Context: an optimization exercise on an open-source flow, tuned for small area, a short achievable clock period and few clock cycles per item. The choices shown serve that exercise and are no tape-out recipe. At most, simulation tests tie the RTL to the original design; equivalence was not proved. Function not checked in run 5: the RTL went through the layout flow alone. Power is estimated from default activity; no workload was simulated.

==> flow/design.v <==
`default_nettype none
package dtpg_pkg;
  localparam int MAX_DIM   = 1024;
  localparam int DIM_W     = 11;
  localparam int COORD_W   = 10;
  localparam int COLOR_W   = 16;
  localparam int STRIDE_W  = 12;
  localparam int ADDR_W    = 21;
  localparam int CFG_IDX_W = 3;
  localparam int CFG_DAT_W = 16;
  localparam int BAR_IDX_W = 3;
  localparam int BAR_CNT_W = 7;
  localparam logic [CFG_IDX_W-1:0] REG_MODE   = 3'd0;
  localparam logic [CFG_IDX_W-1:0] REG_SOLID  = 3'd1;
  localparam logic [CFG_IDX_W-1:0] REG_WIDTH  = 3'd2;
  localparam logic [CFG_IDX_W-1:0] REG_HEIGHT = 3'd3;
  localparam logic [CFG_IDX_W-1:0] REG_STRIDE = 3'd4;
  typedef struct packed {
    logic       qr;     
    logic       rp;     
    logic       rp2;    
    logic       norm;   
    logic       xs_a;   
    logic       xs_b;   
    logic       dbl;    
    logic       addx;   
    logic [3:0] bidx_n;   
  } seq_t;
  function automatic logic [COLOR_W-1:0] bar_color(input logic [BAR_IDX_W-1:0] idx);
    case (idx)
      3'd0:    bar_color = 16'hf800;
      3'd1:    bar_color = 16'h07e0;
      3'd2:    bar_color = 16'h001f;
      3'd3:    bar_color = 16'hffe0;
      3'd4:    bar_color = 16'hf81f;
      3'd5:    bar_color = 16'h07ff;
      3'd6:    bar_color = 16'hffff;
      default: bar_color = 16'h0000;
    endcase
  endfunction
endpackage
`default_nettype wire
`default_nettype none
module dtpg_div #(
  parameter int QW = 8,
  parameter int RW = 10
) (
  input  wire logic          clk,
  input  wire logic          clr,
  input  wire logic          dbl,
  input  wire logic          step,
  input  wire logic          rp,
  input  wire logic          rp2,
  input  wire logic          cin,
  input  wire logic [RW-1:0] d,
  output logic      [QW-1:0] q
);
  logic [QW-1:0] q_r, sq_r, q_n, qa, qb, q_hi, q_lo, q_d;
  logic [RW-1:0] r_r, sr_r, r_n, s1, r_hi, r_lo;
  logic [RW:0]   srd_r, x2, s2;
  logic          c2, ge, co1, co2;
  dtpg_add #(.N(RW))   u_s1 (.a(r_r), .b(sr_r), .ci(1'b0), .s(s1), .co(co1));
  dtpg_add #(.N(RW+1)) u_s2 (.a({1'b0, r_r}), .b(x2), .ci(c2), .s(s2), .co(co2));
  always_comb begin
    x2 = dbl ? {2'b11, ~d[RW-1:1]} : srd_r;
    c2 = dbl ? !(d[0] && !cin) : rp2;
    ge = !s2[RW];
    qa = q_r + sq_r;
    qb = qa + 1'b1;
    r_hi = dbl ? {s2[RW-2:0], cin ^ d[0]} : s2[RW-1:0];
    r_lo = dbl ? {r_r[RW-2:0], cin} : s1;
    q_hi = dbl ? {q_r[QW-2:0], 1'b1} : qb;
    q_lo = dbl ? {q_r[QW-2:0], 1'b0} : qa;
    r_n  = ge ? r_hi : r_lo;
    q_n  = ge ? q_hi : q_lo;
  end
  always_comb begin
    if (clr)               q_d = '0;
    else if (dbl || step)  q_d = q_n;
    else                   q_d = q_r;
  end
  always_ff @(posedge clk) begin
    q_r <= q_d;
    if (clr) begin
      r_r <= '0;
    end else if (dbl || step) begin
      r_r <= r_n;
    end
    if (rp) begin
      sq_r  <= q_r;
      sr_r  <= r_r;
      srd_r <= {1'b1, ~d};
    end else if (rp2) begin
      srd_r <= s2;
    end
  end
  assign q = q_r;
endmodule
`default_nettype wire
`default_nettype none
module dtpg_add #(
  parameter int N = 11
) (
  input  wire logic [N-1:0] a,
  input  wire logic [N-1:0] b,
  input  wire logic         ci,
  output logic      [N-1:0] s,
  output logic              co
);
  localparam int L = (N <= 2) ? 1 : (N <= 4) ? 2 : (N <= 8) ? 3 : (N <= 16) ? 4 : 5;
  logic [N-1:0] g [0:L];
  logic [N-1:0] p [0:L];
  logic [N-1:0] h;
  always_comb begin
    h    = a ^ b;
    g[0] = a & b;
    p[0] = h;
    g[0][0] = (a[0] & b[0]) | (h[0] & ci);
    for (int l = 1; l <= L; l++) begin
      for (int i = 0; i < N; i++) begin
        if (i >= (1 << (l - 1))) begin
          g[l][i] = g[l-1][i] | (p[l-1][i] & g[l-1][i - (1 << (l - 1))]);
          p[l][i] = p[l-1][i] & p[l-1][i - (1 << (l - 1))];
        end else begin
          g[l][i] = g[l-1][i];
          p[l][i] = p[l-1][i];
        end
      end
    end
    s[0] = h[0] ^ ci;
    for (int i = 1; i < N; i++) s[i] = h[i] ^ g[L][i-1];
    co = g[L][N-1];
  end
endmodule
`default_nettype wire
`default_nettype none
import dtpg_pkg::*;
module dtpg_ctrl (
  input  wire logic                  clk,
  input  wire logic                  rst_n,
  input  wire logic                  cfg_we,
  input  wire logic [CFG_IDX_W-1:0]  cfg_index,
  input  wire logic                  in_tvalid,
  output logic                       in_tready,
  input  wire logic                  in_restart,
  input  wire logic                  out_free,
  output logic                       emit,        
  output logic                       emit_rst,    
  output dtpg_pkg::seq_t             seq
);
  logic       v0_r, v1_r, e0_r, e1_r;
  logic       push, head_rst;
  logic       wr_dim, wr_stride;
  logic       idle_r, qr_r, rp_r, rp2_r, norm_r, xs_r, addx_r;
  logic [4:0] cnt_r, cnt_n;
  assign in_tready = !v1_r;
  assign push      = in_tvalid && !v1_r;
  assign head_rst  = v0_r && e0_r;
  assign emit      = idle_r && v0_r && out_free;
  assign emit_rst  = e0_r;
  always_ff @(posedge clk) begin
    if (!rst_n) begin
      v0_r <= 1'b0;
      v1_r <= 1'b0;
    end else begin
      if (emit) begin
        v0_r <= v1_r || push;
        v1_r <= 1'b0;
      end else if (push) begin
        v0_r <= 1'b1;
        v1_r <= v0_r;
      end
    end
    if (emit) begin
      e0_r <= v1_r ? e1_r : in_restart;
    end else if (push && !v0_r) begin
      e0_r <= in_restart;
    end
    if (push) e1_r <= in_restart;
  end
  assign wr_dim    = cfg_we && (cfg_index == REG_WIDTH || cfg_index == REG_HEIGHT);
  assign wr_stride = cfg_we && (cfg_index == REG_STRIDE) && !qr_r && !rp_r && !rp2_r;
  logic idle_n, qr_n, rp_n, rp2_n, norm_n, xs_n, addx_n;
  always_comb begin
    {idle_n, qr_n, rp_n, rp2_n, norm_n, xs_n, addx_n} = {idle_r, qr_r, rp_r, rp2_r, norm_r, xs_r, addx_r};
    cnt_n = cnt_r;
    if (!rst_n || wr_dim) begin
      {idle_n, qr_n, rp_n, rp2_n, norm_n, xs_n, addx_n} = 7'b0100000;
      cnt_n = 5'd7;
    end else if (wr_stride) begin
      {idle_n, qr_n, rp_n, rp2_n, norm_n, xs_n, addx_n} = 7'b0000100;
    end else begin
      if (qr_r || xs_r) cnt_n = cnt_r - 1'b1;
      if (qr_r && cnt_r == 5'd0) begin
        qr_n = 1'b0;
        rp_n = 1'b1;
      end
      if (rp_r) begin
        rp_n  = 1'b0;
        rp2_n = 1'b1;
      end
      if (rp2_r) begin
        rp2_n  = 1'b0;
        idle_n = head_rst;
        norm_n = !head_rst;
      end
      if (norm_r) begin
        norm_n = 1'b0;
        idle_n = head_rst;
        xs_n   = !head_rst;
        cnt_n  = 5'd20;
      end
      if (xs_r) begin
        if (head_rst) begin
          xs_n   = 1'b0;
          idle_n = 1'b1;
        end else if (cnt_r == 5'd0) begin
          xs_n   = 1'b0;
          addx_n = 1'b1;
        end
      end
      if (addx_r) begin
        addx_n = 1'b0;
        idle_n = 1'b1;
      end
    end
  end
  logic xsa_r, xsb_r, dbl_r;
  always_ff @(posedge clk) begin
    cnt_r <= cnt_n;
    {idle_r, qr_r, rp_r, rp2_r, norm_r, xs_r, addx_r} <= {idle_n, qr_n, rp_n, rp2_n, norm_n, xs_n, addx_n};
    xsa_r <= xs_n && cnt_n[0];
    xsb_r <= xs_n && !cnt_n[0];
    dbl_r <= qr_n || (xs_n && cnt_n[0]);
  end
  logic [4:0] cnt_dec;
  assign cnt_dec = cnt_r - 1'b1;
  always_comb begin
    seq.qr     = qr_r;
    seq.rp     = rp_r;
    seq.rp2    = rp2_r;
    seq.norm   = norm_r;
    seq.xs_a   = xsa_r;
    seq.xs_b   = xsb_r;
    seq.dbl    = dbl_r;
    seq.addx   = addx_r;
    seq.bidx_n = norm_r ? 4'd10 : cnt_dec[4:1];
  end
endmodule
`default_nettype wire
`default_nettype none
import dtpg_pkg::*;
module dtpg_dp (
  input  wire logic                  clk,
  input  wire logic                  rst_n,
  input  wire logic                  cfg_we,
  input  wire logic [CFG_IDX_W-1:0]  cfg_index,
  input  wire logic [CFG_DAT_W-1:0]  cfg_wdata,
  input  wire logic                  emit,
  input  wire logic                  emit_rst,
  input  dtpg_pkg::seq_t             seq,
  output logic                       out_tvalid,
  input  wire logic                  out_tready,
  output logic                       out_free,
  output logic [63:0]                out_tdata,
  output logic                       out_tlast
);
  logic [1:0]           mode_r;
  logic [COLOR_W-1:0]   solid_r;
  logic [COORD_W-1:0]   wm1_r, hm1_r;
  logic [STRIDE_W-1:0]  stride_r;
  logic [COORD_W-1:0]   wr_m1;
  logic                 wr_dim;
  always_comb begin
    if (cfg_wdata[DIM_W-1:0] == '0) wr_m1 = '0;
    else if (cfg_wdata[COORD_W])    wr_m1 = COORD_W'(MAX_DIM - 1);
    else                            wr_m1 = cfg_wdata[COORD_W-1:0] - 1'b1;
  end
  assign wr_dim = cfg_we && (cfg_index == REG_WIDTH || cfg_index == REG_HEIGHT);
  always_ff @(posedge clk) begin
    if (!rst_n) begin
      mode_r   <= 2'd0;
      solid_r  <= 16'h001f;
      wm1_r    <= 10'd319;
      hm1_r    <= 10'd239;
      stride_r <= 12'd320;
    end else if (cfg_we) begin
      case (cfg_index)
        REG_MODE:   mode_r   <= cfg_wdata[1:0];
        REG_SOLID:  solid_r  <= cfg_wdata;
        REG_WIDTH:  wm1_r    <= wr_m1;
        REG_HEIGHT: hm1_r    <= wr_m1;
        REG_STRIDE: stride_r <= cfg_wdata[STRIDE_W-1:0];
        default:    ;
      endcase
    end
  end
  logic [BAR_CNT_W-1:0] bwm1;
  logic [COORD_W-1:0]   wm1_m7;
  assign wm1_m7 = wm1_r - 10'd7;
  always_ff @(posedge clk) bwm1 <= (wm1_r < 10'd7) ? '0 : wm1_m7[COORD_W-1:3];
  logic [COORD_W-1:0] x_r, y_r, x_n, y_n;
  logic               eol_r, eof_r, fresh_r, valid_r;
  logic               xbit_r, ybit_r;
  logic               upd, adv, kill, xbit, ybit;
  logic [COORD_W:0]   y_inc;
  logic               xwrap, ywrap;
  assign xbit  = xbit_r;
  assign ybit  = ybit_r;
  assign upd   = emit || cfg_we;
  assign adv   = upd && !fresh_r;      
  assign kill  = emit && emit_rst;     
  assign y_inc = {1'b0, y_r} + 1'b1;
  assign xwrap = (x_r > wm1_r);
  assign ywrap = xwrap ? (y_inc > {1'b0, hm1_r}) : (y_r > hm1_r);
  always_comb begin
    x_n = x_r;
    y_n = y_r;
    if (kill) begin
      x_n = '0;
      y_n = '0;
    end else if (adv) begin
      x_n = eol_r ? '0 : x_inc;
      if (eol_r) y_n = eof_r ? '0 : y_inc[COORD_W-1:0];
    end else if (seq.norm) begin
      if (xwrap) x_n = '0;
      if (ywrap) y_n = '0;
      else if (xwrap) y_n = y_inc[COORD_W-1:0];
    end
  end
  logic [COORD_W-1:0] x_inc;
  logic               w_is1, h_is1, eq_x, eq_xp1, eq_y, eq_yp1, eol_n, eof_n;
  always_comb begin
    x_inc  = x_r + 1'b1;
    w_is1  = (wm1_r == '0);
    h_is1  = (hm1_r == '0);
    eq_x   = (x_r == wm1_r);
    eq_xp1 = (x_inc == wm1_r);
    eq_y   = (y_r == hm1_r);
    eq_yp1 = (y_inc[COORD_W-1:0] == hm1_r);
    if (kill)          eol_n = w_is1;
    else if (adv)      eol_n = eol_r ? w_is1 : eq_xp1;
    else if (seq.norm) eol_n = xwrap ? w_is1 : eq_x;
    else               eol_n = eq_x;
    if (kill)                eof_n = h_is1;
    else if (adv && eol_r)   eof_n = eof_r ? h_is1 : eq_yp1;
    else if (adv)            eof_n = eq_y;
    else if (seq.norm)       eof_n = ywrap ? h_is1 : xwrap ? eq_yp1 : eq_y;
    else                     eof_n = eq_y;
  end
  always_ff @(posedge clk) begin
    if (!rst_n) begin
      x_r     <= '0;
      y_r     <= '0;
      eol_r   <= 1'b0;
      eof_r   <= 1'b0;
      fresh_r <= 1'b1;
      valid_r <= 1'b0;
    end else begin
      x_r   <= x_n;
      y_r   <= y_n;
      eol_r  <= eol_n;
      eof_r  <= eof_n;
      if (cfg_we)     fresh_r <= 1'b1;
      else if (emit)  fresh_r <= 1'b0;
      if (emit)            valid_r <= 1'b1;
      else if (out_tready) valid_r <= 1'b0;
    end
  end
  always_ff @(posedge clk) begin
    xbit_r <= (seq.bidx_n < 4'd10) && x_r[seq.bidx_n];
    ybit_r <= (seq.bidx_n < 4'd10) && y_r[seq.bidx_n];
  end
  logic [7:0] rq, gq;
  dtpg_div #(.QW(8), .RW(COORD_W)) u_red (
    .clk  (clk),
    .clr  (!rst_n || wr_dim || kill || (adv && eol_r) || seq.norm || w_is1),
    .dbl  (seq.dbl),
    .step ((adv && !eol_r) || (seq.xs_b && xbit)),
    .rp   (seq.rp),
    .rp2  (seq.rp2),
    .cin  (seq.qr),
    .d    (wm1_r),
    .q    (rq)
  );
  dtpg_div #(.QW(8), .RW(COORD_W)) u_green (
    .clk  (clk),
    .clr  (!rst_n || wr_dim || kill || (adv && eol_r && eof_r) || seq.norm || h_is1),
    .dbl  (seq.dbl),
    .step ((adv && eol_r && !eof_r) || (seq.xs_b && ybit)),
    .rp   (seq.rp),
    .rp2  (seq.rp2),
    .cin  (seq.qr),
    .d    (hm1_r),
    .q    (gq)
  );
  logic [BAR_IDX_W-1:0] bq_r;
  logic [BAR_CNT_W-1:0] bc_r;
  logic [BAR_CNT_W+1:0] bt;
  logic                 beq, bge;
  always_comb begin
    beq = (bc_r == bwm1);
    bt  = {1'b0, bc_r, xbit} - {2'b00, bwm1} - 1'b1;
    bge = !bt[BAR_CNT_W+1];
  end
  logic [BAR_IDX_W-1:0] bq_d;
  always_comb begin
    bq_d = bq_r;
    if (kill || (adv && eol_r) || seq.norm) bq_d = '0;
    else if (seq.xs_a)                      bq_d = bq_r[2] ? 3'd7 : {bq_r[1:0], bge};
    else if (adv && bq_r != 3'd7)           bq_d = bq_r + {2'b00, beq};
  end
  always_ff @(posedge clk) begin
    bq_r <= bq_d;
    if (kill || (adv && eol_r) || seq.norm) begin
      bc_r <= '0;
    end else if (seq.xs_a) begin
      bc_r <= bge ? bt[BAR_CNT_W-1:0] : {bc_r[BAR_CNT_W-2:0], xbit};
    end else if (adv) begin
      bc_r <= beq ? '0 : bc_r + 1'b1;
    end
  end
  logic [ADDR_W-1:0]  addr_r, ad_a, ad_b, ad_s;
  logic [STRIDE_W:0]  delta_r;
  logic               ad_co;
  always_ff @(posedge clk) delta_r <= {1'b0, stride_r} - {3'b000, wm1_r};
  always_comb begin
    ad_a = seq.xs_a ? {addr_r[ADDR_W-2:0], 1'b0} : addr_r;
    if (seq.addx)      ad_b = ADDR_W'(x_r);
    else if (seq.xs_a) ad_b = ybit ? ADDR_W'(stride_r) : '0;
    else if (eol_r)    ad_b = {{(ADDR_W-STRIDE_W-1){delta_r[STRIDE_W]}}, delta_r};
    else               ad_b = ADDR_W'(1);
  end
  dtpg_add #(.N(ADDR_W)) u_ad (.a(ad_a), .b(ad_b), .ci(1'b0), .s(ad_s), .co(ad_co));
  always_ff @(posedge clk) begin
    if (kill || (adv && eol_r && eof_r) || seq.norm) addr_r <= '0;
    else if (adv || seq.xs_a || seq.addx)           addr_r <= ad_s;
  end
  logic                is_grad, is_bar, is_solid;
  logic [COLOR_W-1:0]  color, pal;
  always_comb begin
    is_grad  = (mode_r == 2'd1);
    is_bar   = (mode_r == 2'd2);
    is_solid = !is_grad && !is_bar;
    pal      = dtpg_pkg::bar_color(bq_r);
    color    = ({COLOR_W{is_grad}}  & {rq[7:3], gq[7:2], ~rq[7:3]}) |
               ({COLOR_W{is_bar}}   & pal) |
               ({COLOR_W{is_solid}} & solid_r);
  end
  assign out_free   = !valid_r || out_tready;
  assign out_tvalid = valid_r;
  assign out_tdata  = {7'd0, addr_r, y_r, x_r, color};
  assign out_tlast  = eol_r && eof_r;
endmodule
`default_nettype wire
`default_nettype none
import dtpg_pkg::*;
module display_test_pattern_generator (
  input  wire logic                           clk,
  input  wire logic                           rst_n,
  input  wire logic                           cfg_we,
  input  wire logic [dtpg_pkg::CFG_IDX_W-1:0] cfg_index,
  input  wire logic [dtpg_pkg::CFG_DAT_W-1:0] cfg_wdata,
  input  wire logic                           in_tvalid,
  output logic                                in_tready,
  input  wire logic [7:0]                     in_tdata,    
  output logic                                out_tvalid,
  input  wire logic                           out_tready,
  output logic [63:0]                         out_tdata,
  output logic                                out_tlast    
);
  logic           out_free, emit, emit_rst;
  dtpg_pkg::seq_t seq;
  dtpg_ctrl u_ctrl (
    .clk        (clk),
    .rst_n      (rst_n),
    .cfg_we     (cfg_we),
    .cfg_index  (cfg_index),
    .in_tvalid  (in_tvalid),
    .in_tready  (in_tready),
    .in_restart (in_tdata[0]),
    .out_free   (out_free),
    .emit       (emit),
    .emit_rst   (emit_rst),
    .seq        (seq)
  );
  dtpg_dp u_dp (
    .clk        (clk),
    .rst_n      (rst_n),
    .cfg_we     (cfg_we),
    .cfg_index  (cfg_index),
    .cfg_wdata  (cfg_wdata),
    .emit       (emit),
    .emit_rst   (emit_rst),
    .seq        (seq),
    .out_tvalid (out_tvalid),
    .out_tready (out_tready),
    .out_free   (out_free),
    .out_tdata  (out_tdata),
    .out_tlast  (out_tlast)
  );
endmodule
`default_nettype wire
==> flow/flow/run.sh <==
#!/bin/bash
# Standard layout (standard synthesis unchanged), with the port buffers made from plain
# buffers instead of the delay cells buffer_ports picks by default.
set -e
export BUFFER_PORTS_ARGS="-buffer_cell sky130_fd_sc_hd__buf_2"
export CTS_ARGS="-sink_clustering_enable -repair_clock_nets -dont_use_dummy_load"
bash standard.sh > standard.log 2>&1
==> flow/standard.sh <==
#!/bin/bash
# synth_recipe.tcl (not shown) runs the flow's synth.tcl, then flattens the netlist and writes it again
# the make line also repeats each setting of config.mk as NAME=value (left out here)
make -C /OpenROAD-flow-scripts/flow DESIGN_CONFIG=/design/flow/config.mk WORK_HOME=/design/flow/orfs CLKGATE_MAP_FILE= SYNTH_SCRIPT=/design/flow/synth_recipe.tcl "${@:-finish}"
==> flow/config.mk <==
export PLATFORM = sky130hd
export DESIGN_NAME = display_test_pattern_generator
export DESIGN_NICKNAME = display_test_pattern_generator
export VERILOG_FILES = /design/flow/design.v
export SDC_FILE = /design/flow/constraint.sdc
export NUM_CORES = 4
export LEC_CHECK = 0
export CAP_MARGIN = 20
export CORE_MARGIN = 2
export CORE_UTILIZATION = 60
export SETUP_SLACK_MARGIN = 4.2
export SLEW_MARGIN = 20
export TNS_END_PERCENT = 5
==> flow/constraint.sdc <==
create_clock -name core_clock -period 7.5 [get_ports {clk}]
set_input_delay 1.5000 -clock core_clock [delete_from_list [all_inputs] [get_ports {clk}]]
set_output_delay 1.5000 -clock core_clock [all_outputs]
set_load 0.01 [all_outputs]
==> flow_metrics.py, run 1 <==
metrics = {
    "cts": {
        "cts_root_buf": "clkbuf_16",
        "path_clk_slew_ns": 0.06,
        "h-tree-depth": 1,
        "cts_tree": "done",
        "cts_sinks": 240,
        "cts_buffer_depth": 3,
        "clk-insertion-delay-late_ns": 0.57,
        "postCtsHoldBufs": 0,
        "cts_buffers": 28,
    },
    "global_routing": {
        "grt_max_degree": 64,
        "gr-total-overflow": 0,
        "use_met1": 0.413,
        "antenna_found_initial": 0,
        "grt_use_met2": 0.502,
        "grt_pass1_wl_mm": 70.0,
        "grt.busiest_layer": "met2",
        "grt_use_met3": 0.0327,
        "grt_pass1_vias": 13492,
        "grt_use_total": 0.303,
    },
    "hold_path": {
        "min_path_cells": 2,
        "holdCritPathClass": "flip-flop to flip-flop",
    },
    "drt": {
        "drt_pass1_iterations": 8,
        "post_drt_wl_per_cell_um": 19.7,
        "first_iter_violations": 1187,
        "drtAntennaViolNets": 0,
        "vias": 14569,
        "routed_wl_mm": 45.7,
        "vias_per_cell": 6.29,
        "drc": 0,
    },
    "synth": {
        "syn_area_per_cell_um2": 8.71,
        "ys.flop_type": "dfxtp_1",
        "ys_warn_count": 12,
        "synth_edf_count": 58,
        "async_flop_share": 0,
        "synth_cell_types": 77,
        "ys_seq_area_frac": 0.330,
        "ys_ff_latch": 240,
        "netlist_instances": 1874,
        "syn_area_um2": 16300,
    },
    "timing": {
        "period_share": 0.452,
        "fin_crit_ns": 3.39,
        "slew_violations": 0,
        "finalSetupViolCount": 0,
        "worst_pin_slew_ns": 1.10,
        "fin_skew_ns": 0.0563,
        "max_slew_margin": 0.262,
        "tns_ns": 0,
        "final-hold-violation-count": 0,
        "rsz0062_at_grt": "true",
        "max_freq_mhz": 295,
        "setup_ws_ns": 4.11,
    },
    "floorplan": {
        "start_util": 0.609,
        "rows": 60,
        "die_h_um": 169,
        "die_area_um2": 28500,
        "fp.coreArea_um2": 26800,
        "dieWidth_um": 169,
        "io_pins": 99,
    },
    "finish": {
        "synthToLayoutAreaGrowth_pct": 15.1,
        "diodes": 0,
        "final_cell_mix": "nand2_1, dfxtp_1, ha_1",
        "final_common_cell": "nand2_1",
        "drive_gt1_frac": 0.184,
        "nNetsFinal": 2150,
    },
    "power_and_ir_drop": {
        "ir_drop_mv": 0.150,
        "power-per-cell-area_nw_per_um2": 186,
        "p_leak_nw": 8.08,
        "total_power_mw": 3.50,
    },
    "setup_path": {
        "worstSetupPathType": "flip-flop to output port",
        "worst-path-max-fanout": 8,
        "critical_path.startpoint_type": "flip-flop",
        "required_ns": 6.00,
        "reg2reg_depth": 13,
        "worstPathArrival_ns": 1.89,
        "end_kind": "output port",
    },
    "placement": {
        "gp_congestion": 0.858,
        "hpwl_mm": 31.5,
        "pre_cts_ws_ns": 2.83,
        "numPortBuffers": 84,
    },
    "job": {
        "maxCapViolCount": 0,
    },
    "run_status": {
        "outcome": "complete, no violations",
    },
}
-- critical path: stages (launching register included) --
cell,delay [ns]
dfxtp_2,0.40
nand2_1,0.10
xnor2_1,0.18
and2_4,0.23
a221o_1,0.31
buf_2,0.16
-- metal layers --
metal  vias up  routed length [um]
met5         -                   0
met2       467               21600
li1       7038                   -
met3        79                2460
met4         0                1160
met1      6985               20400
-- what timing repair did --
action                     4_1_cts  5_1_grt
gates cloned                     3        3
setup endpoints to repair       84       85
buffers inserted                17       35
pin swaps                       15       31
gates resized for setup         77       64
hold endpoints to repair         0        0
-- cell usage after synthesis (43+ instances only) --
cell,count,area [um2]
nand2_1,216,811
dfxtp_1,182,3640
ha_1,131,1640
a21oi_1,115,576
nor2_1,110,413
inv_1,95,357
o21ai_0,95,475
xnor2_1,71,622
clkbuf_1,66,248
mux2_2,59,664
edfxtp_1,58,1740
nand3_1,53,265
xor2_1,43,377
-- stage by stage --
stage                     hold WS [ns]  instances  cell area, um2  utilization
after floorplan                  0.442       1880           16500            -
after global routing             0.495       2315           18800        0.701
after CTS                        0.466       2277           18200        0.677
final                            0.465       2315           18800        0.701
after detailed placement         0.458       2229           17000        0.633
after global placement           0.452       2229           17000        0.633
-- registers in the layout, summed over array words and instances (netlist names), 3 cells and up --
signal / cells
u_dp.u_red.r_r: 10
u_dp.bq_r: 3
u_dp.stride_r: 12
u_dp.u_red.srd_r: 11
u_dp.addr_r: 21
u_dp.u_green.q_r: 8
u_dp.wm1_r: 10
u_dp.x_r: 10
u_dp.u_red.sr_r: 10
u_dp.solid_r: 16
u_ctrl.cnt_r: 5
u_dp.u_red.sq_r: 8
u_dp.delta_r: 13
u_dp.bwm1: 7
u_dp.y_r: 10
u_dp.u_green.r_r: 10
u_dp.u_red.q_r: 8
u_dp.hm1_r: 10
u_dp.u_green.srd_r: 11
u_dp.u_green.sq_r: 8
u_dp.u_green.sr_r: 10
u_dp.bc_r: 7
-- worst paths after layout --
kind                                     start  slack [ns]                               end
setup reg to reg          u_ctrl.dbl_r$_DFF_P_        4.14  u_dp.u_green.r_r[1]$_SDFFE_PP0P_
hold / removal    u_dp.solid_r[8]$_SDFFE_PN0P_        0.47      u_dp.solid_r[8]$_SDFFE_PN0P_
hold reg to reg   u_dp.solid_r[8]$_SDFFE_PN0P_        0.47      u_dp.solid_r[8]$_SDFFE_PN0P_
setup / recovery     u_dp.bq_r[2]$_SDFFE_PP0P_        4.11                     out_tdata[10]
-- kinds of logic after synthesis --
family | Yosys count | share of synthesized area
AO/OA/AOI/OAI | 495 | 0.204
XOR/XNOR | 114 | 0.0612
adder cells (fa/ha/maj) | 142 | 0.114
buffers and inverters | 182 | 0.0447
flip-flops | 240 | 0.330
multiplexers | 94 | 0.0663
other | 1 | 0.000230
AND/OR/NAND/NOR | 606 | 0.180
-- power breakdown --
group / internal [mW] / switching (mW)
clock: 0.648 / 0.505
sequential: 1.40 / 0.0886
combinational: 0.404 / 0.449
total: 2.45 / 1.04
-- area by class of cell --
type | count | area, um2
Fill cell | 2126 | 8000
Sequential cell | 240 | 5430
Clock buffer | 28 | 701
Timing Repair inverter | 1 | 8.76
Tap cell | 341 | 427
Multi-Input combinational cell | 1459 | 10800
Inverter | 96 | 380
Timing Repair Buffer | 150 | 1070
Testbench counts, summed over its fixed seeds: cycles 30,016, items 29,696.
==> inputs of run 2 (changes only) <==
--- a/flow/config.mk
+++ b/flow/config.mk
@@ -10,2 +10,3 @@
 export CORE_UTILIZATION = 60
+export PLACE_DENSITY_LB_ADDON = 0.2
 export SETUP_SLACK_MARGIN = 4.2
==> flow_metrics.py, run 2 <==
metrics = {
    "setup_path": {
        "required_ns": 6.00,
        "r2r_end": "u_dp.u_green.r_r[3]$_SDFFE_PP0P_",
        "worst-path-max-fanout": 7,
        "end_kind": "output port",
        "worstSetupPathType": "flip-flop to output port",
        "reg2reg_slack_ns": 4.13,
        "reg2reg_depth": 13,
        "slowest_stage": "dfxtp_2",
        "worstPathArrival_ns": 1.88,
        "critical_path.startpoint_type": "flip-flop",
        "critPathCapture": "out_tdata[5]",
        "max_stage_delay_ns": 0.39,
        "path_cells": "nand2_1 > xnor2_2 > and2_4 > a221o_1 > buf_2",
        "r2r-start": "u_ctrl.dbl_r$_DFF_P_",
        "worstSetupStartpoint": "u_dp.bq_r[1]$_SDFFE_PP0P_",
    },
    "floorplan": {
        "start_util": 0.609,
        "dieWidth_um": 169,
        "fp.coreArea_um2": 26800,
        "die_area_um2": 28500,
        "die_h_um": 169,
        "io_pins": 99,
        "rows": 60,
    },
    "power_and_ir_drop": {
        "internal_power_mw": 2.48,
        "p_sw_mw": 1.06,
        "ir_drop_mv": 0.171,
        "switching_share": 0.301,
        "seqPwrFrac": 0.421,
        "p_leak_nw": 8.11,
        "comb_power_share": 0.254,
        "power-per-cell-area_nw_per_um2": 188,
        "clkPwrFrac": 0.325,
    },
    "synth": {
        "synth_top_area_frac": 0.223,
        "synth_commonest_cells": "nand2_1, dfxtp_1, ha_1",
        "yosys.cell_count.top_type": "nand2_1",
        "netlist_instances": 1874,
        "syn_area_per_cell_um2": 8.71,
        "synth_area_leaders": "dfxtp_1, edfxtp_1, ha_1",
        "syn_area_um2": 16300,
        "async_flop_share": 0,
        "synth_edf_count": 58,
        "ys_warn_count": 12,
        "ys.flop_type": "dfxtp_1",
        "synth_cell_types": 77,
        "netlist.top_cell.by_area": "dfxtp_1",
        "ys_seq_area_frac": 0.330,
        "ys_ff_latch": 240,
    },
    "global_routing": {
        "gr-total-overflow": 0,
        "grt_use_total": 0.311,
        "grt_pass1_vias": 14040,
        "grt_max_degree": 64,
        "antenna_found_initial": 0,
        "grt_pass1_wl_mm": 72.2,
    },
    "timing": {
        "fin_crit_ns": 3.38,
        "final-hold-violation-count": 0,
        "worst_pin_slew_ns": 1.06,
        "slew_violations": 0,
        "max_slew_margin": 0.289,
        "fin_skew_ns": 0.0187,
        "tns_ns": 0,
        "finalSetupViolCount": 0,
        "period_share": 0.451,
        "max_freq_mhz": 296,
        "rsz0062_at_grt": "true",
    },
    "finish": {
        "fill_cells": 2035,
        "largest_reg_flops": 21,
        "diodes": 0,
        "reg_top3": "u_dp.addr_r (21), u_dp.solid_r (16), u_dp.delta_r (13)",
        "nNetsFinal": 2160,
        "final_cell_mix": "nand2_1, dfxtp_1, ha_1",
        "drive_gt1_frac": 0.193,
        "synthToLayoutAreaGrowth_pct": 15.5,
        "final_common_cell": "nand2_1",
        "final_core_util": 0.704,
        "top_register": "u_dp.addr_r",
    },
    "cts": {
        "cts_sinks": 240,
        "cts_buffers": 28,
        "cts_buffer_depth": 3,
        "clk-insertion-delay-late_ns": 0.55,
        "h-tree-depth": 1,
        "cts_tree": "done",
        "path_clk_slew_ns": 0.05,
        "cts_root_buf": "clkbuf_16",
        "postCtsHoldBufs": 0,
    },
    "drt": {
        "vias": 14966,
        "drtAntennaViolNets": 0,
        "met1Wirelength_mm": 19.4,
        "drc": 0,
        "dr_wl_met2_mm": 21.4,
        "vias_per_cell": 6.44,
        "drt_pass1_iterations": 6,
        "post_drt_wl_per_cell_um": 20.0,
        "met3_wirelength_mm": 3.67,
        "first_iter_violations": 1310,
        "routed_wl_mm": 46.4,
        "routed.top_layer": "met4",
    },
    "hold_path": {
        "holdCritPathClass": "flip-flop to flip-flop",
    },
    "run_status": {
        "outcome": "complete, no violations",
    },
    "placement": {
        "hpwl_mm": 31.8,
        "numPortBuffers": 84,
        "gp_congestion": 0.899,
    },
    "job": {
        "maxCapViolCount": 0,
    },
}
run 2: cell counts after synthesis:
Identical to the previous run, type by type.
run 2: cell type report:
type                       instances  area [um2]  share of cell area
multi-input combinational       1460       10800               0.573
sequential                       240        5440               0.288
timing repair buffer             158        1090              0.0577
clock buffer                      28         701              0.0372
tap                              341         427              0.0226
inverter                          96         375              0.0199
timing repair inverter             2        17.5            0.000929
run 2: per-stage QoR:
| step | total power [mW] | hold slack [ns] | cells | area [um2] | setup slack (ns) |
|---|---|---|---|---|---|
| after floorplan | 2.12 | 0.442 | 1880 | 16500 | 4.00 |
| final | 3.54 | 0.467 | 2325 | 18900 | 4.12 |
| after detailed placement | 2.29 | 0.460 | 2227 | 16900 | 2.73 |
| after global routing | 3.69 | 0.491 | 2325 | 18900 | 4.03 |
| after global placement | 2.26 | 0.453 | 2227 | 16900 | 2.90 |
| after CTS | 3.48 | 0.467 | 2296 | 18300 | 4.02 |
run 2: cells by family (layout without fill, tap and decap cells):
family / after synthesis / in the layout / synth area share
flops: 240 / 240 / 0.330
other cells: 1 / 7 / 0.000230
xor+xnor: 114 / 115 / 0.0612
mux: 94 / 94 / 0.0663
fa+ha+maj: 142 / 142 / 0.114
compound gates: 495 / 495 / 0.204
buf+inv: 182 / 284 / 0.0447
simple gates: 606 / 607 / 0.180
run 2: repair_timing:
action,CTS,global route
buffers inserted,37,26
endpoints found under the setup margin,86,88
gates resized for setup,70,86
gates cloned,4,3
pin swaps,11,37
run 2: per-layer routing:
metal / global-route usage / vias up
met4: 0.138 / 0
li1: - / 7054
met2: 0.502 / 652
met5: 0 / -
met1: 0.413 / 7122
met3: 0.0500 / 138
run 2: power groups by stage:
stage                     clock (mW)  sequential (mW)  combinational (mW)
after floorplan                    0             1.49               0.635
after global placement             0             1.51               0.753
after detailed placement           0             1.51               0.775
after CTS                       1.16             1.49               0.833
after global routing            1.21             1.50               0.982
final                           1.15             1.49               0.898
run 2: worst min-delay path by stage:
stage               slack, ns  cells past startpoint                          start                             to
floorplan                0.44                      2   u_dp.solid_r[2]$_SDFFE_PN1P_   u_dp.solid_r[2]$_SDFFE_PN1P_
global placement         0.45                      2   u_dp.solid_r[3]$_SDFFE_PN1P_   u_dp.solid_r[3]$_SDFFE_PN1P_
detailed placement       0.46                      2   u_dp.solid_r[5]$_SDFFE_PN0P_   u_dp.solid_r[5]$_SDFFE_PN0P_
CTS                      0.47                      2   u_dp.solid_r[5]$_SDFFE_PN0P_   u_dp.solid_r[5]$_SDFFE_PN0P_
global route             0.49                      2  u_dp.solid_r[15]$_SDFFE_PN0P_  u_dp.solid_r[15]$_SDFFE_PN0P_
finish                   0.47                      2   u_dp.solid_r[5]$_SDFFE_PN0P_   u_dp.solid_r[5]$_SDFFE_PN0P_
run 2: critical path: cells and delay by family, from the launching register on:
family / cells / cell delay (ns)
buffers and inverters: 1 / 0.15
AO/OA/AOI/OAI: 1 / 0.29
XOR/XNOR: 1 / 0.19
AND/OR/NAND/NOR: 2 / 0.33
flip-flops: 1 / 0.39
==> inputs of run 3 (changes only) <==
--- a/flow/config.mk
+++ b/flow/config.mk
@@ -9,3 +9,3 @@
 export CORE_MARGIN = 2
-export CORE_UTILIZATION = 60
+export CORE_UTILIZATION = 40
 export PLACE_DENSITY_LB_ADDON = 0.2
==> flow_metrics.py, run 3 <==
metrics = {
    "setup_path": {
        "max_stage_delay_ns": 0.36,
        "slowest_stage": "dfxtp_4",
        "worstSetupStartpoint": "u_dp.bq_r[1]$_SDFFE_PP0P_",
        "worstPathArrival_ns": 1.88,
        "end_kind": "output port",
        "reg2reg_slack_ns": 4.16,
        "worstSetupPathType": "flip-flop to output port",
        "r2r-start": "u_ctrl.dbl_r$_DFF_P_",
        "required_ns": 6.00,
        "critical_path.startpoint_type": "flip-flop",
        "r2r_end": "u_dp.u_red.r_r[0]$_SDFFE_PP0P_",
        "path_cells": "nor2b_1 > xnor2_1 > nand2_1 > nand2_1 > buf_2",
        "worst-path-max-fanout": 7,
        "path_common_cell": "nand2_1",
        "reg2reg_depth": 12,
    },
    "floorplan": {
        "start_util": 0.403,
        "die_h_um": 206,
        "io_pins": 99,
        "fp.coreArea_um2": 40600,
        "dieWidth_um": 206,
        "die_area_um2": 42400,
        "rows": 74,
    },
    "synth": {
        "synth_cell_types": 77,
        "synth_area_leaders": "dfxtp_1, edfxtp_1, ha_1",
        "ys_ff_latch": 240,
        "yosys.cell_count.top_type": "nand2_1",
        "ys_seq_area_frac": 0.330,
        "syn_area_per_cell_um2": 8.71,
        "ys_warn_count": 12,
        "netlist_instances": 1874,
        "synth_commonest_cells": "nand2_1, dfxtp_1, ha_1",
        "ys.flop_type": "dfxtp_1",
        "synth_edf_count": 58,
        "syn_area_um2": 16300,
        "async_flop_share": 0,
        "netlist.top_cell.by_area": "dfxtp_1",
        "synth_top_area_frac": 0.223,
    },
    "hold_path": {
        "min-delay-start": "u_dp.solid_r[6]$_SDFFE_PN0P_",
        "min_path_cells": 2,
        "holdPathEnd": "u_dp.solid_r[6]$_SDFFE_PN0P_",
        "holdCritPathClass": "flip-flop to flip-flop",
    },
    "global_routing": {
        "grt_pass1_wl_mm": 74.7,
        "grt_use_met3": 0.0225,
        "grt.busiest_layer": "met2",
        "gr-total-overflow": 0,
        "grt_max_degree": 64,
        "antenna_found_initial": 0,
        "grt_use_total": 0.219,
        "use_met1": 0.298,
        "grt_pass1_vias": 13624,
        "grt_use_met2": 0.370,
    },
    "finish": {
        "nNetsFinal": 2149,
        "drive_gt1_frac": 0.181,
        "synthToLayoutAreaGrowth_pct": 15.7,
        "top_register": "u_dp.addr_r",
        "largest_reg_flops": 21,
        "reg_top3": "u_dp.addr_r (21), u_dp.solid_r (16), u_dp.delta_r (13)",
        "final_common_cell": "nand2_1",
        "design_area_um2": 18900,
        "fill_cells": 3890,
        "diodes": 0,
        "final_cell_mix": "nand2_1, dfxtp_1, ha_1",
    },
    "timing": {
        "tns_ns": 0,
        "rsz0062_at_grt": "true",
        "period_share": 0.450,
        "max_slew_margin": 0.312,
        "slew_violations": 0,
        "worst_pin_slew_ns": 1.02,
        "final-hold-violation-count": 0,
        "fin_crit_ns": 3.38,
        "fin_skew_ns": 0.0420,
        "max_freq_mhz": 296,
        "finalSetupViolCount": 0,
        "setup_ws_ns": 4.12,
    },
    "drt": {
        "vias_per_cell": 5.67,
        "routed_wl_mm": 47.0,
        "post_drt_wl_per_cell_um": 18.8,
        "vias": 14195,
        "drtAntennaViolNets": 0,
        "drc": 0,
        "first_iter_violations": 969,
        "drt_pass1_iterations": 5,
    },
    "placement": {
        "numPortBuffers": 84,
        "hpwl_mm": 33.8,
        "placed_area_um2": 17200,
        "gp_congestion": 0.868,
        "pre_cts_ws_ns": 2.66,
    },
    "cts": {
        "clk-insertion-delay-late_ns": 0.57,
        "cts_buffer_depth": 3,
        "cts_sinks": 240,
        "cts_root_buf": "clkbuf_16",
        "path_clk_slew_ns": 0.06,
        "h-tree-depth": 1,
        "cts_tree": "done",
        "cts_buffers": 29,
    },
    "power_and_ir_drop": {
        "power-per-cell-area_nw_per_um2": 186,
        "ir_drop_mv": 0.128,
        "p_leak_nw": 8.04,
    },
    "job": {
        "maxCapViolCount": 0,
    },
    "run_status": {
        "outcome": "complete, no violations",
    },
}
## run 3: kinds of logic (layout without fill, tap and decap cells)
group | after synthesis | count (layout) | synth area share
other cells | 1 | 7 | 0.000230
compound gates | 495 | 495 | 0.204
fa+ha+maj | 142 | 142 | 0.114
xor+xnor | 114 | 115 | 0.0612
simple gates | 606 | 606 | 0.180
flops | 240 | 240 | 0.330
mux | 94 | 94 | 0.0663
buf+inv | 182 | 274 | 0.0447
## run 3: how the worst max path moves through the flow
stage | end | cells after the start
detailed placement | u_dp.u_green.r_r[8]$_SDFFE_PP0P_ | 10
global placement | u_dp.u_green.r_r[8]$_SDFFE_PP0P_ | 10
global route | u_dp.addr_r[20]$_SDFFE_PP0P_ | 13
floorplan | u_dp.u_green.r_r[1]$_SDFFE_PP0P_ | 17
CTS | out_tdata[11] | 5
finish | out_tdata[11] | 5
## run 3: routing by layer
metal | part of all wire | wire, um
met2 | 0.47 | 22200
met4 | 0.023 | 1060
met3 | 0.034 | 1590
met1 | 0.47 | 22200
met5 | 0 | 0
## run 3: critical path, delay by kind of cell (launching register included)
family                    cells  cell delay (ns)
buffers and inverters         1             0.13
DFF                           1             0.36
and+or+nand+nor               3             0.52
xor gates and xnor gates      1             0.33
## run 3: area by class of cell
type	instances	area (um2)	area share
tap	532	666	0.0353
multi-input combinational	1459	10700	0.567
clock buffer	29	726	0.0384
timing repair inverter	1	8.76	0.000464
inverter	96	378	0.0200
timing repair buffer	148	957	0.0507
sequential	240	5440	0.288
## run 3: repair_timing
item,CTS,global route
setup endpoints to repair,107,86
resized for setup,90,45
pin swaps,18,22
setup buffers,23,30
hold buffers,0,0
cloned,4,0
## run 3: where the power goes
group / internal (mW) / switching [mW]
Sequential: 1.40 / 0.0887
Clock: 0.670 / 0.521
Combinational: 0.392 / 0.440
## run 3: stage by stage
stage                     utilization  power, mW  hold WS [ns]  cells
after floorplan                     -       2.12         0.442   1880
after global placement          0.424       2.28         0.456   2419
after detailed placement        0.424       2.30         0.461   2419
after CTS                       0.456       3.52         0.469   2475
after global routing            0.466       3.69         0.488   2505
final                           0.466       3.51         0.467   2505
==> inputs of run 4 (changes only) <==
--- a/flow/config.mk
+++ b/flow/config.mk
@@ -10,3 +10,3 @@
 export CORE_UTILIZATION = 40
-export PLACE_DENSITY_LB_ADDON = 0.2
+export PLACE_DENSITY_LB_ADDON = 0.35
 export SETUP_SLACK_MARGIN = 4.2
==> flow_metrics.py, run 4 <==
metrics = {
    "cts": {
        "clk-insertion-delay-late_ns": 0.56,
        "postCtsHoldBufs": 0,
        "cts_buffer_depth": 3,
        "cts_sinks": 240,
        "h-tree-depth": 1,
        "cts_buffers": 28,
        "path_clk_slew_ns": 0.05,
        "cts_root_buf": "clkbuf_16",
        "cts_tree": "done",
    },
    "setup_path": {
        "reg2reg_slack_ns": 4.14,
        "path_depth": 5,
        "end_kind": "output port",
        "path_cells": "inv_1 > ha_4 > o211a_4 > a221o_1 > buf_2",
        "crit_buf_inv": 2,
        "critical_path.startpoint_type": "flip-flop",
        "max_stage_delay_ns": 0.34,
        "worst-path-max-fanout": 5,
        "worstSetupStartpoint": "u_dp.mode_r[0]$_SDFFE_PN0P_",
        "slowest_stage": "dfxtp_2",
        "worstSetupPathType": "flip-flop to output port",
        "r2r_end": "u_dp.u_green.r_r[0]$_SDFFE_PP0P_",
        "path_delay_family": "compound AO/OA/AOI/OAI gates",
        "reg2reg_depth": 14,
        "critPathCapture": "out_tdata[3]",
        "required_ns": 6.00,
        "r2r-start": "u_ctrl.dbl_r$_DFF_P_",
        "worstPathArrival_ns": 1.87,
    },
    "finish": {
        "reg_top3": "u_dp.addr_r (21), u_dp.solid_r (16), u_dp.delta_r (13)",
        "top_register": "u_dp.addr_r",
        "nNetsFinal": 2146,
        "drive_gt1_frac": 0.181,
        "fill_cells": 3893,
        "largest_reg_flops": 21,
        "diodes": 0,
        "final_common_cell": "nand2_1",
        "synthToLayoutAreaGrowth_pct": 16.1,
        "final_cell_mix": "nand2_1, dfxtp_1, ha_1",
        "fin_cells": 2502,
    },
    "floorplan": {
        "start_util": 0.403,
        "dieWidth_um": 206,
        "rows": 74,
        "die_h_um": 206,
        "io_pins": 99,
        "die_area_um2": 42400,
        "fp.coreArea_um2": 40600,
    },
    "global_routing": {
        "grt_use_met3": 0.0238,
        "grt_max_degree": 64,
        "use_met1": 0.291,
        "grt_pass1_vias": 13770,
        "grt.busiest_layer": "met2",
        "grt_use_met2": 0.375,
        "antenna_found_initial": 0,
        "grt_pass1_wl_mm": 74.9,
        "grt_use_total": 0.219,
        "gr-total-overflow": 0,
    },
    "placement": {
        "numPortBuffers": 84,
        "hpwl_mm": 33.8,
        "gp_congestion": 0.872,
        "placed_cells": 2420,
    },
    "timing": {
        "worst_pin_slew_ns": 1.04,
        "rsz0062_at_grt": "true",
        "fin_crit_ns": 3.37,
        "fin_skew_ns": 0.0499,
        "max_slew_margin": 0.303,
        "tns_ns": 0,
        "slew_violations": 0,
        "period_share": 0.450,
        "final-hold-violation-count": 0,
        "finalSetupViolCount": 0,
        "max_freq_mhz": 297,
    },
    "drt": {
        "vias_per_cell": 5.82,
        "vias": 14555,
        "post_drt_wl_per_cell_um": 18.9,
        "drt_pass1_iterations": 8,
        "first_iter_violations": 1098,
        "drtAntennaViolNets": 0,
        "drc": 0,
        "routed_wl_mm": 47.3,
    },
    "synth": {
        "ys.flop_type": "dfxtp_1",
        "synth_edf_count": 58,
        "ys_warn_count": 12,
        "synth_area_leaders": "dfxtp_1, edfxtp_1, ha_1",
        "synth_top_area_frac": 0.223,
        "syn_area_per_cell_um2": 8.71,
        "syn_area_um2": 16300,
        "netlist_instances": 1874,
        "netlist.top_cell.by_area": "dfxtp_1",
        "yosys.cell_count.top_type": "nand2_1",
        "ys_ff_latch": 240,
        "synth_commonest_cells": "nand2_1, dfxtp_1, ha_1",
        "synth_cell_types": 77,
        "ys_seq_area_frac": 0.330,
        "async_flop_share": 0,
    },
    "power_and_ir_drop": {
        "ir_drop_mv": 0.141,
        "p_leak_nw": 8.07,
        "power-per-cell-area_nw_per_um2": 186,
    },
    "hold_path": {
        "holdCritPathClass": "flip-flop to flip-flop",
    },
    "run_status": {
        "outcome": "complete, no violations",
    },
    "job": {
        "maxCapViolCount": 0,
    },
}
run 4: changes by cell type in the layout (fill, tap and decap cells not counted), sizes merged:
cell / previous run / this run
clkbuf: 30 / 29
buf: 146 / 143
bufbuf: 1 / 2
run 4: timing repair:
action / 4_1_cts / 5_1_grt
endpoints found under the setup margin: 80 / 97
cloned: 4 / 0
gates resized for setup: 93 / 47
pin swaps: 17 / 34
buffers inserted: 22 / 27
run 4: final cells by class:
cell class	instances	area (um2)	area share
Inverter	96	379	0.0200
Sequential cell	240	5430	0.286
Multi-Input combinational cell	1459	10800	0.569
Tap cell	532	666	0.0351
Clock buffer	28	701	0.0370
Timing Repair inverter	1	8.76	0.000462
Timing Repair Buffer	146	983	0.0519
run 4: stage by stage:
stage / hold slack, ns / total power [mW] / instance area (um2) / setup slack [ns] / util
6_report: 0.464 / 3.52 / 19000 / 4.13 / 0.468
3_3_place_gp: 0.453 / 2.27 / 17200 / 3.03 / 0.424
2_1_floorplan: 0.442 / 2.12 / 16500 / 4.00 / -
5_1_grt: 0.493 / 3.69 / 19000 / 4.02 / 0.468
3_5_place_dp: 0.461 / 2.30 / 17200 / 2.96 / 0.424
4_1_cts: 0.468 / 3.49 / 18500 / 4.10 / 0.457
run 4: per-layer routing:
metal | vias up | routed length [um]
met5 | - | 0
met4 | 0 | 1250
met3 | 78 | 2350
met2 | 388 | 22800
met1 | 7055 | 21000
li1 | 7034 | -
run 4: worst min-delay path by stage:
stage | slack, ns | cells past startpoint | end | from
CTS | 0.47 | 2 | u_dp.solid_r[14]$_SDFFE_PN0P_ | u_dp.solid_r[14]$_SDFFE_PN0P_
detailed placement | 0.46 | 2 | u_dp.solid_r[14]$_SDFFE_PN0P_ | u_dp.solid_r[14]$_SDFFE_PN0P_
global route | 0.49 | 2 | u_dp.solid_r[5]$_SDFFE_PN0P_ | u_dp.solid_r[5]$_SDFFE_PN0P_
floorplan | 0.44 | 2 | u_dp.solid_r[2]$_SDFFE_PN1P_ | u_dp.solid_r[2]$_SDFFE_PN1P_
global placement | 0.45 | 2 | u_dp.addr_r[20]$_SDFFE_PP0P_ | u_dp.addr_r[20]$_SDFFE_PP0P_
finish | 0.46 | 2 | u_dp.solid_r[14]$_SDFFE_PN0P_ | u_dp.solid_r[14]$_SDFFE_PN0P_
run 4: where the power goes:
part,internal (mW),switching [mW],leakage [nW]
Sequential,1.40,0.0896,2.02
Combinational,0.409,0.456,5.71
Clock,0.648,0.515,0.345
run 4: kinds of logic after synthesis:
family | synth area share
AO/OA/AOI/OAI | 0.204
flip-flops | 0.330
XOR/XNOR | 0.0612
other | 0.000230
adder cells (fa/ha/maj) | 0.114
buffers and inverters | 0.0447
AND/OR/NAND/NOR | 0.180
multiplexers | 0.0663
run 4: worst reg2reg max path, stage by stage, from the launching register on:
cell	delay, ns
dfxtp_4	0.35
buf_12	0.14
inv_16	0.08
mux2i_4	0.23
fa_2	0.26
fa_2	0.24
nor2b_1	0.07
o31a_1	0.27
o211a_1	0.24
o211a_4	0.26
or3_4	0.42
and2_4	0.19
buf_4	0.17
mux2i_1	0.12
a32o_1	0.19
==> inputs of run 5 (changes only) <==
--- a/flow/design.v
+++ b/flow/design.v
@@ -300,3 +300,3 @@
   assign wm1_m7 = wm1_r - 10'd7;
-  always_ff @(posedge clk) bwm1 <= (wm1_r < 10'd7) ? '0 : wm1_m7[COORD_W-1:3];
+  assign bwm1 = (wm1_r < 10'd7) ? '0 : wm1_m7[COORD_W-1:3];
   logic [COORD_W-1:0] x_r, y_r, x_n, y_n;
--- a/flow/config.mk
+++ b/flow/config.mk
@@ -10,3 +10,2 @@
 export CORE_UTILIZATION = 40
-export PLACE_DENSITY_LB_ADDON = 0.35
 export SETUP_SLACK_MARGIN = 4.2
==> flow_metrics.py, run 5 <==
metrics = {
    "cts": {
        "cts_buffer_depth": 3,
        "cts_buffers": 29,
        "h-tree-depth": 1,
        "cts_root_buf": "clkbuf_16",
        "cts_tree": "done",
        "clk-insertion-delay-late_ns": 0.57,
        "cts_sinks": 233,
        "postCtsHoldBufs": 0,
        "path_clk_slew_ns": 0.06,
    },
    "setup_path": {
        "critical_path.startpoint_type": "flip-flop",
        "worstSetupPathType": "flip-flop to flip-flop",
        "r2r-start": "u_ctrl.dbl_r$_DFF_P_",
        "required_ns": 7.97,
        "worstPathArrival_ns": 4.02,
        "worst-path-max-fanout": 8,
        "end_kind": "flip-flop",
        "worstSetupStartpoint": "u_ctrl.dbl_r$_DFF_P_",
    },
    "power_and_ir_drop": {
        "seqPwrFrac": 0.394,
        "ir_drop_mv": 0.147,
        "clkPwrFrac": 0.319,
        "total_power_mw": 3.72,
        "internal_power_mw": 2.54,
        "p_leak_nw": 7.74,
        "switching_share": 0.317,
        "p_sw_mw": 1.18,
        "comb_power_share": 0.287,
        "power-per-cell-area_nw_per_um2": 200,
    },
    "synth": {
        "ys_warn_count": 12,
        "netlist_instances": 1873,
        "synth_area_leaders": "dfxtp_1, edfxtp_1, ha_1",
        "yosys.cell_count.top_type": "nand2_1",
        "ys_seq_area_frac": 0.325,
        "syn_area_um2": 16100,
        "synth_commonest_cells": "nand2_1, dfxtp_1, a21oi_1",
        "async_flop_share": 0,
        "ys_ff_latch": 233,
        "syn_area_per_cell_um2": 8.62,
        "netlist.top_cell.by_area": "dfxtp_1",
        "ys.flop_type": "dfxtp_1",
        "synth_edf_count": 58,
        "synth_cell_types": 87,
        "synth_top_area_frac": 0.217,
    },
    "hold_path": {
        "min-delay-start": "u_dp.solid_r[12]$_SDFFE_PN0P_",
        "holdCritPathClass": "flip-flop to flip-flop",
    },
    "drt": {
        "post_drt_wl_per_cell_um": 18.9,
        "vias": 14352,
        "first_iter_violations": 859,
        "drtAntennaViolNets": 0,
        "drt_pass1_iterations": 7,
        "drc": 0,
        "vias_per_cell": 5.76,
        "routed_wl_mm": 47.1,
    },
    "timing": {
        "fin_crit_ns": 3.54,
        "finalSetupViolCount": 0,
        "tns_ns": 0,
        "rsz0062_at_grt": "true",
        "slew_violations": 0,
        "holdWs_ns": 0.453,
        "fin_skew_ns": 0.0409,
        "worst_pin_slew_ns": 0.953,
        "final-hold-violation-count": 0,
        "max_slew_margin": 0.363,
        "setup_ws_ns": 3.96,
        "period_share": 0.472,
        "max_freq_mhz": 282,
    },
    "placement": {
        "hpwl_mm": 33.0,
        "placed_area_um2": 16900,
        "gp_congestion": 0.875,
        "pre_cts_ws_ns": 2.79,
        "numPortBuffers": 84,
        "placed_cells": 2403,
    },
    "floorplan": {
        "fp.coreArea_um2": 39800,
        "start_util": 0.405,
        "rows": 73,
        "die_area_um2": 42000,
        "io_pins": 99,
        "dieWidth_um": 205,
        "die_h_um": 205,
    },
    "finish": {
        "fin_cells": 2493,
        "design_area_um2": 18600,
        "reg_top3": "u_dp.addr_r (21), u_dp.solid_r (16), u_dp.delta_r (13)",
        "top_register": "u_dp.addr_r",
        "final_common_cell": "nand2_1",
        "final_cell_mix": "nand2_1, dfxtp_1, a21oi_1",
        "largest_reg_flops": 21,
        "final_core_util": 0.468,
        "drive_gt1_frac": 0.173,
        "nNetsFinal": 2141,
        "synthToLayoutAreaGrowth_pct": 15.3,
    },
    "job": {
        "maxCapViolCount": 0,
    },
    "global_routing": {
        "grt_max_degree": 61,
        "grt_pass1_wl_mm": 74.3,
        "grt_pass1_vias": 13800,
        "grt_use_total": 0.221,
        "gr-total-overflow": 0,
        "antenna_found_initial": 3,
    },
    "run_status": {
        "outcome": "complete, no violations",
    },
}
run 5: cell type report:
| cell class | count | area, um2 |
|---|---|---|
| antenna | 3 | 7.51 |
| clock buffer | 29 | 726 |
| fill | 3860 | 21200 |
| inverter | 91 | 349 |
| multi-input combinational | 1461 | 10500 |
| sequential | 233 | 5300 |
| tap | 525 | 657 |
| timing repair buffer | 151 | 1090 |
run 5: repair_timing:
action	in CTS	in global routing
setup endpoints to repair	105	100
setup buffers	32	19
cloned	3	3
gates resized for setup	69	49
pin swaps	18	18
run 5: worst max-delay path, cell delays in order (launching register included):
cell        delay, ns
dfxtp_4          0.37
clkinvlp_4       0.11
buf_12           0.14
buf_12           0.12
mux2i_2          0.15
fa_2             0.39
fa_2             0.39
nor2b_2          0.16
o2111ai_2        0.16
a31oi_4          0.23
a31oi_4          0.12
buf_12           0.17
xnor2_4          0.21
nand4_1          0.13
or4_1            0.41
a31oi_1          0.16
run 5: worst paths after layout:
path         slack, ns  depth (start not counted)                              to
max reg2reg       3.96                         15  u_dp.u_red.q_r[4]$_SDFFE_PP0P_
max               3.96                         15  u_dp.u_red.q_r[4]$_SDFFE_PP0P_
min               0.45                          2   u_dp.solid_r[12]$_SDFFE_PN0P_
min reg2reg       0.45                          2   u_dp.solid_r[12]$_SDFFE_PN0P_
run 5: kinds of logic (layout without fill, tap and decap cells):
kind of cell | count (synthesis) | after routing | share of synthesized area
AOI/OAI and AO/OA | 504 | 504 | 0.209
other | 1 | 10 | 0.000232
DFF | 233 | 233 | 0.325
muxes | 77 | 77 | 0.0541
buffers and inverters | 186 | 271 | 0.0509
adders and majority gates | 142 | 142 | 0.115
xor gates and xnor gates | 116 | 117 | 0.0634
and+or+nand+nor | 614 | 614 | 0.183
run 5: power by group through the flow:
stage / clock [mW] / combinational (mW) / sequential [mW]
final: 1.19 / 1.07 / 1.46
after global routing: 1.26 / 1.18 / 1.48
after CTS: 1.22 / 1.00 / 1.46
after detailed placement: 0 / 0.831 / 1.49
after global placement: 0 / 0.809 / 1.49
after floorplan: 0 / 0.668 / 1.46
run 5: routing by layer:
| metal | GRT usage | vias to the layer above | share of wire |
|---|---|---|---|
| li1 | - | 7025 | - |
| met1 | 0.297 | 6857 | 0.46 |
| met2 | 0.361 | 381 | 0.45 |
| met3 | 0.0328 | 89 | 0.057 |
| met4 | 0.0776 | 0 | 0.028 |
| met5 | 0 | - | 0 |

==> afterwards: timing with drivers on the ports <==
The results above use ideal ports. As a check the final layouts listed here were re-extracted and re-timed, cells and wires unchanged.
Step 1, drivers: a clkbuf_16 drives clk and a buf_2 each remaining input, both assumed.
Step 2 also shifts input and output timing later by t, the mid clock arrival at the registers, as if the neighbouring blocks saw the same clock.
a / b / c = ideal / step 1 / step 2; a / b = the first two.
run | t (ns) | setup slack, ns | hold WS [ns]
run 1 | 0.588 | 4.108 / 4.058 / 3.648 | 0.465 / 0.465 / 0.465
run 2 | 0.588 | 4.116 / 4.066 / 3.611 | 0.467 / 0.467 / 0.467
run 3 | 0.602 | 4.125 / 4.070 / 3.642 | 0.467 / 0.467 / 0.467
run 4 | 0.593 | 4.128 / 4.073 / 3.589 | 0.464 / 0.464 / 0.464
run 5 | 0.605 | 3.960 / 3.934 / 3.403 | 0.453 / 0.453 / 0.453
After both steps every run listed still meets setup and hold. For run 5, which loses most, drivers alone change the setup slack by -0.026 ns; drivers and shift together by -0.557 ns.
